Background: an optimization exercise with open tools, aiming at small area. Do not read the settings as production practice.
Function was checked by simulation only, so behaviour that the tests miss may differ from the original.
No activity file was given, so power comes from the tool's default toggle rates. No driver is modelled on the clock port, so clocking that relies on it looks cheaper here than on a real chip.

==> inputs of run Z <==
// csr_regfile_hs
module csr_regfile_hs #(
   parameter int unsigned              DATA_WIDTH  = 32,
   parameter int unsigned              ADDR_WIDTH  = 6,
   parameter int unsigned              DEPTH       = 48,
   parameter logic [DATA_WIDTH-1:0]    RESET_VALUE = 32'h5A5A_0F0F
) (
   input  logic                        clk,
   input  logic                        rst_n,
   input  logic [ADDR_WIDTH-1:0]       w_addr,
   input  logic [DATA_WIDTH-1:0]       wdata,
   input  logic [DATA_WIDTH/8-1:0]     wstrb,
   input  logic                        csr_write_enable,
   output logic                        w_err,
   input  logic [ADDR_WIDTH-1:0]       r_addr,
   input  logic                        csr_read_enable,
   output logic                        csr_read_ready,
   output logic [DATA_WIDTH-1:0]       rdata,
   output logic                        rvalid,
   input  logic                        rready,
   output logic                        r_err
);
   localparam int unsigned           NumBytes = DATA_WIDTH / 8;
   localparam logic [ADDR_WIDTH:0]   DepthW   = (ADDR_WIDTH + 1)'(DEPTH);
   logic                    state_q;
   logic [DEPTH-1:0]        valid_q;
   logic [DATA_WIDTH-1:0]   mem_q [DEPTH];
   logic [DEPTH-1:0]        wsel;
   logic [DEPTH-1:0]        rsel;
   logic [DATA_WIDTH-1:0]   wcol;
   logic [DATA_WIDTH-1:0]   rd_raw;
   logic                    rd_valid;
   logic [DATA_WIDTH-1:0]   rd_base;
   logic [DATA_WIDTH-1:0]   rd_word;
   logic                    w_in_range;
   logic                    r_in_range;
   logic                    hit;
   logic                    accept;
   assign w_in_range     = ({1'b0, w_addr} < DepthW);
   assign r_in_range     = ({1'b0, r_addr} < DepthW);
   assign rvalid         = state_q;
   assign csr_read_ready = ~state_q | rready;
   assign accept         = csr_read_enable & csr_read_ready;
   always_comb begin
      for (int i = 0; i < DEPTH; i++) begin
         wsel[i] = csr_write_enable & (w_addr == i[ADDR_WIDTH-1:0]);
  ...
==> module csr_regfile_hs, before the edit <==
module csr_regfile_hs #(
   parameter int unsigned              DATA_WIDTH  = 32,
   parameter int unsigned              ADDR_WIDTH  = 6,
   parameter int unsigned              DEPTH       = 48,
   parameter logic [DATA_WIDTH-1:0]    RESET_VALUE = 32'h5A5A_0F0F
) (
   input  logic                        clk,
   input  logic                        rst_n,
   input  logic [ADDR_WIDTH-1:0]       w_addr,
   input  logic [DATA_WIDTH-1:0]       wdata,
   input  logic [DATA_WIDTH/8-1:0]     wstrb,
   input  logic                        csr_write_enable,
   output logic                        w_err,
   input  logic [ADDR_WIDTH-1:0]       r_addr,
   input  logic                        csr_read_enable,
   output logic                        csr_read_ready,
   output logic [DATA_WIDTH-1:0]       rdata,
   output logic                        rvalid,
   input  logic                        rready,
   output logic                        r_err
);
   localparam int unsigned           NumBytes = DATA_WIDTH / 8;
   localparam logic [ADDR_WIDTH:0]   DepthW   = (ADDR_WIDTH + 1)'(DEPTH);
   logic                    state_q;
   logic [DEPTH-1:0]        valid_q;
   logic [DATA_WIDTH-1:0]   mem_q [DEPTH];
   logic [DEPTH-1:0]        wsel;
   logic [DEPTH-1:0]        rsel;
   logic [DATA_WIDTH-1:0]   wcol;
   logic [DATA_WIDTH-1:0]   rd_raw;
   logic                    rd_valid;
   logic [DATA_WIDTH-1:0]   rd_base;
   logic [DATA_WIDTH-1:0]   rd_word;
   logic                    w_in_range;
   logic                    r_in_range;
   logic                    hit;
   logic                    accept;
   assign w_in_range     = ({1'b0, w_addr} < DepthW);
   assign r_in_range     = ({1'b0, r_addr} < DepthW);
   assign rvalid         = state_q;
   assign csr_read_ready = ~state_q | rready;
   assign accept         = csr_read_enable & csr_read_ready;
   always_comb begin
      for (int i = 0; i < DEPTH; i++) begin
         wsel[i] = csr_write_enable & (w_addr == i[ADDR_WIDTH-1:0]);
         rsel[i] = (r_addr == i[ADDR_WIDTH-1:0]);
      end
   end
   always_comb begin
      for (int b = 0; b < NumBytes; b++)
         wcol[8*b +: 8] = wstrb[b] ? wdata[8*b +: 8] : RESET_VALUE[8*b +: 8];
   end
   always_ff @(posedge clk) begin
      for (int i = 0; i < DEPTH; i++) begin
         for (int b = 0; b < NumBytes; b++) begin
            if (wsel[i] && (wstrb[b] || !valid_q[i])) mem_q[i][8*b +: 8] <= wcol[8*b +: 8];
         end
      end
   end
   always_ff @(posedge clk) begin
      if (!rst_n) valid_q <= '0;
      else        valid_q <= valid_q | wsel;
   end
   always_comb begin
      rd_raw   = '0;
      rd_valid = 1'b0;
      for (int i = 0; i < DEPTH; i++) begin
         rd_raw   = rd_raw | (mem_q[i] & {DATA_WIDTH{rsel[i]}});
         rd_valid = rd_valid | (valid_q[i] & rsel[i]);
      end
      rd_base = rd_valid ? rd_raw : (r_in_range ? RESET_VALUE : '0);
      hit     = csr_write_enable & (w_addr == r_addr);
      for (int b = 0; b < NumBytes; b++)
         rd_word[8*b +: 8] = (hit && wstrb[b]) ? wdata[8*b +: 8] : rd_base[8*b +: 8];
      if (!r_in_range) rd_word = '0;
   end
   always_ff @(posedge clk) begin
      if (!rst_n) begin
         state_q <= 1'b0;
         w_err   <= 1'b0;
      end else begin
         w_err <= csr_write_enable & ~w_in_range;
         if (accept)             state_q <= 1'b1;
         else if (rready)        state_q <= 1'b0;
      end
   end
   always_ff @(posedge clk) begin
      if (accept) begin
         rdata <= rd_word;
         r_err <= ~r_in_range;
      end
   end
endmodule
export LEC_CHECK = 0
export CAP_MARGIN = 20
export CORE_MARGIN = 2
export CORE_UTILIZATION = 40
export SLEW_MARGIN = 20
create_clock -name core_clock -period 5.5 [get_ports {clk}]
run.sh (not shown) runs the stock make flow with config.mk's settings and CLKGATE_MAP_FILE= SYNTH_SCRIPT=/design/flow/synth_recipe.tcl, a recipe that flattens the netlist after the stock synthesis.
==> run C (differences from run Z) <==
==> flow/design.v (replaced) <==
module csr_regfile_hs #(
   parameter int unsigned              DATA_WIDTH  = 32,
   parameter int unsigned              ADDR_WIDTH  = 6,
   parameter int unsigned              DEPTH       = 48,
   parameter logic [DATA_WIDTH-1:0]    RESET_VALUE = 32'h5A5A_0F0F
) (
   input  logic                        clk,
   input  logic                        rst_n,
   input  logic [ADDR_WIDTH-1:0]       w_addr,
   input  logic [DATA_WIDTH-1:0]       wdata,
   input  logic [DATA_WIDTH/8-1:0]     wstrb,
   input  logic                        csr_write_enable,
   output logic                        w_err,
   input  logic [ADDR_WIDTH-1:0]       r_addr,
   input  logic                        csr_read_enable,
   output logic                        csr_read_ready,
   output logic [DATA_WIDTH-1:0]       rdata,
   output logic                        rvalid,
   input  logic                        rready,
   output logic                        r_err
);
   localparam int unsigned           NumBytes  = DATA_WIDTH / 8;
   localparam int unsigned           NumGroups = (DEPTH + 2) / 3;
   localparam logic [ADDR_WIDTH:0]   DepthW    = (ADDR_WIDTH + 1)'(DEPTH);
   logic                    state_q;
   logic                    phase_q;
   logic [DATA_WIDTH-1:0]   mem_q [DEPTH];
   logic [DATA_WIDTH-1:0]   mem_d [DEPTH];
   logic [DEPTH-1:0]        wsel;
   logic [DEPTH-1:0]        rsel;
   logic [NumBytes-1:0]     wen   [DEPTH];
   logic [NumBytes-1:0]     wen_n [DEPTH];
   logic [DATA_WIDTH-1:0]   wval_n;
   logic [NumGroups-1:0]    grp_n [DATA_WIDTH];
   logic [DATA_WIDTH-1:0]   rd_raw;
   logic [DATA_WIDTH-1:0]   rd_word;
   logic                    w_in_range;
   logic                    r_in_range;
   logic                    hit;
   logic                    accept;
   assign w_in_range     = ({1'b0, w_addr} < DepthW);
   assign r_in_range     = ({1'b0, r_addr} < DepthW);
   assign rvalid         = state_q;
   assign csr_read_ready = ~state_q | rready;
   assign accept         = csr_read_enable & csr_read_ready;
   always_comb begin
      for (int i = 0; i < DEPTH; i++) begin
         wsel[i] = csr_write_enable & (w_addr == i[ADDR_WIDTH-1:0]);
         rsel[i] = (r_addr == i[ADDR_WIDTH-1:0]);
      end
   end
   always_ff @(posedge clk) begin
      if (!rst_n) phase_q <= 1'b0;
      else        phase_q <= ~phase_q;
   end
   logic [DEPTH-1:0]        wrow;
   logic [NumBytes-1:0]     wlane;
   assign wrow  = wsel | {DEPTH{~rst_n}};
   assign wlane = wstrb | {NumBytes{~rst_n}};
   for (genvar i = 0; i < DEPTH; i++) begin : g_wen
      for (genvar b = 0; b < NumBytes; b++) begin : g_lane
         csr_regfile_hs_wen u_wen (
            .row (wrow[i]), .lane (wlane[b]), .en (wen[i][b]), .en_n (wen_n[i][b]));
      end
   end
   assign wval_n = rst_n ? (wdata ^ {DATA_WIDTH{phase_q}}) : ~RESET_VALUE;
   for (genvar i = 0; i < DEPTH; i++) begin : g_reg
      for (genvar k = 0; k < DATA_WIDTH; k++) begin : g_bit
         csr_regfile_hs_bit u_bit (
            .q      (mem_q[i][k]),
            .en     (wen[i][k/8]),
            .en_n   (wen_n[i][k/8]),
            .wval_n (wval_n[k]),
            .d      (mem_d[i][k])
         );
      end
   end
   always_ff @(posedge clk) begin
      for (int i = 0; i < DEPTH; i++) mem_q[i] <= mem_d[i];
   end
   for (genvar g = 0; g < NumGroups; g++) begin : g_grp
      for (genvar k = 0; k < DATA_WIDTH; k++) begin : g_bit
         logic [2:0] d, s;
         for (genvar j = 0; j < 3; j++) begin : g_in
            if (3*g + j < DEPTH) begin : g_used
               assign d[j] = mem_q[3*g+j][k];
               assign s[j] = rsel[3*g+j];
            end else begin : g_unused
               assign d[j] = 1'b0;
               assign s[j] = 1'b0;
            end
         end
         csr_regfile_hs_aoi222 u_aoi (.d(d), .s(s), .y_n(grp_n[k][g]));
      end
   end
   always_comb begin
      for (int k = 0; k < DATA_WIDTH; k++) rd_raw[k] = ~(&grp_n[k]);
      rd_raw = r_in_range ? (rd_raw ^ {DATA_WIDTH{phase_q}}) : '0;
      hit    = csr_write_enable & r_in_range & (w_addr == r_addr);
      for (int b = 0; b < NumBytes; b++)
         rd_word[8*b +: 8] = (hit && wstrb[b]) ? wdata[8*b +: 8] : rd_raw[8*b +: 8];
   end
   always_ff @(posedge clk) begin
      if (!rst_n) begin
         state_q <= 1'b0;
         w_err   <= 1'b0;
      end else begin
         w_err <= csr_write_enable & ~w_in_range;
         if (accept)      state_q <= 1'b1;
         else if (rready) state_q <= 1'b0;
      end
   end
   always_ff @(posedge clk) begin
      if (accept) begin
         rdata <= rd_word;
         r_err <= ~r_in_range;
      end
   end
endmodule
module csr_regfile_hs_bit (
   input  logic q,
   input  logic en,
   input  logic en_n,
   input  logic wval_n,
   output logic d
);
   assign d = ~((q | en) & (en_n | wval_n));
endmodule
module csr_regfile_hs_aoi222 (
   input  logic [2:0] d,
   input  logic [2:0] s,
   output logic       y_n
);
   assign y_n = ~|(d & s);
endmodule
module csr_regfile_hs_wen (
   input  logic row,
   input  logic lane,
   output logic en,
   output logic en_n
);
   assign en_n = ~(row & lane);
   csr_regfile_hs_inv u_inv (.a(en_n), .y(en));
endmodule
module csr_regfile_hs_inv (
   input  logic a,
   output logic y
);
   assign y = ~a;
endmodule
==> flow/flow/run.sh (new file) <==
#!/bin/bash
# The standard layout (standard.sh) with a few extra ORFS settings:
#  - port buffers use the smallest buffer cell,
#  - CTS inserts no dummy loads,
#  - before global placement, cells synthesized at size _0 get the same-area size _1
#    (more drive, so placement's repair needs fewer buffers).
# make's full output goes to flow.log; each ORFS step logs under orfs/logs/.
set -euo pipefail
export BUFFER_PORTS_ARGS="-buffer_cell sky130_fd_sc_hd__buf_1"
export CTS_ARGS="-sink_clustering_enable -repair_clock_nets -sink_clustering_size 30 -sink_clustering_max_diameter 100 -dont_use_dummy_load"
export PRE_GLOBAL_PLACE_TCL="$PWD/flow/swap0.tcl"
bash standard.sh > flow.log 2>&1
==> flow/flow/swap0.tcl (new file) <==
# Give every cell that has a "_0" size the "_1" size of the same area (and larger drive).
set n 0
foreach inst [[ord::get_db_block] getInsts] {
  set m [[$inst getMaster] getName]
  if {[regexp {^sky130_fd_sc_hd__(o21ai|a21boi|and2|or2|o311ai)_0$} $m -> base]} {
    set new [[ord::get_db] findMaster sky130_fd_sc_hd__${base}_1]
    if {$new ne "NULL" && $new ne ""} { $inst swapMaster $new; incr n }
  }
}
puts "swap0: resized $n cells from _0 to _1"
==> flow/standard.sh (new file) <==
#!/bin/bash
# synth_recipe.tcl (not shown) runs the flow's synth.tcl, then flattens the netlist and writes it again
# the make line also repeats each setting of config.mk as NAME=value (left out here)
make -C /OpenROAD-flow-scripts/flow DESIGN_CONFIG=/design/flow/config.mk WORK_HOME=/design/flow/orfs CLKGATE_MAP_FILE= SYNTH_SCRIPT=/design/flow/synth_recipe.tcl "${@:-finish}"
- CORE_UTILIZATION: 40 -> 60
- CTS_CLUSTER_DIAMETER: not set -> 100
- CTS_CLUSTER_SIZE: not set -> 30
- SETUP_SLACK_MARGIN: not set -> 0.2
- SYNTH_HIERARCHICAL: not set -> 1
removed: flow/run.sh
==> notes <==
In run C the area after synthesis is lower than in run Z, by about 15%.
Between run Z and run C, the lower setup slack is in run Z (gap 350 ps).
Of run C and run Z, run C has the higher via count (gap 12%, measured against run Z).
Of run Z and run C, run C has the higher sequential power (gap about 5%, measured against run C).
In combinational power, run C is at 3.4 times the value of run Z.
Between run C and run Z, the lower total power is in run C (gap about 12%, measured against run Z).
Sequential share of layout area: run C is lower than run Z (11 points).
Core utilization: run C is higher than run Z (19 points).

re-timing with driven ports:
In the flow no input, the clock included, has a driving cell. The finished layouts below were timed again as built, in two steps.
Step 1, drivers: a clkbuf_16 drives clk and a buf_2 each remaining input, both assumed.
Step 2 also shifts input and output timing later by t, the mid clock arrival at the registers, as if the neighbouring blocks saw the same clock.
Three values: ideal ports, drivers, drivers and shift; two values: the first two.
run	t, ns	setup slack, ns	worst hold slack (ns)	clock arrival spread, ns	slew at the worst register clock pin (ns)
run Z	0.890	0.995 / 1.031 / 0.141	0.546 / 0.546 / 0.546	0.048 / 0.048	0.07 / 0.07
run C	0.754	1.350 / 1.380 / 0.625	0.445 / 0.445 / 0.445	0.067 / 0.067	0.12 / 0.12
After both steps every run listed still meets setup and hold. For run Z, which loses most, drivers alone change the setup slack by +0.036 ns; drivers and shift together by -0.854 ns.
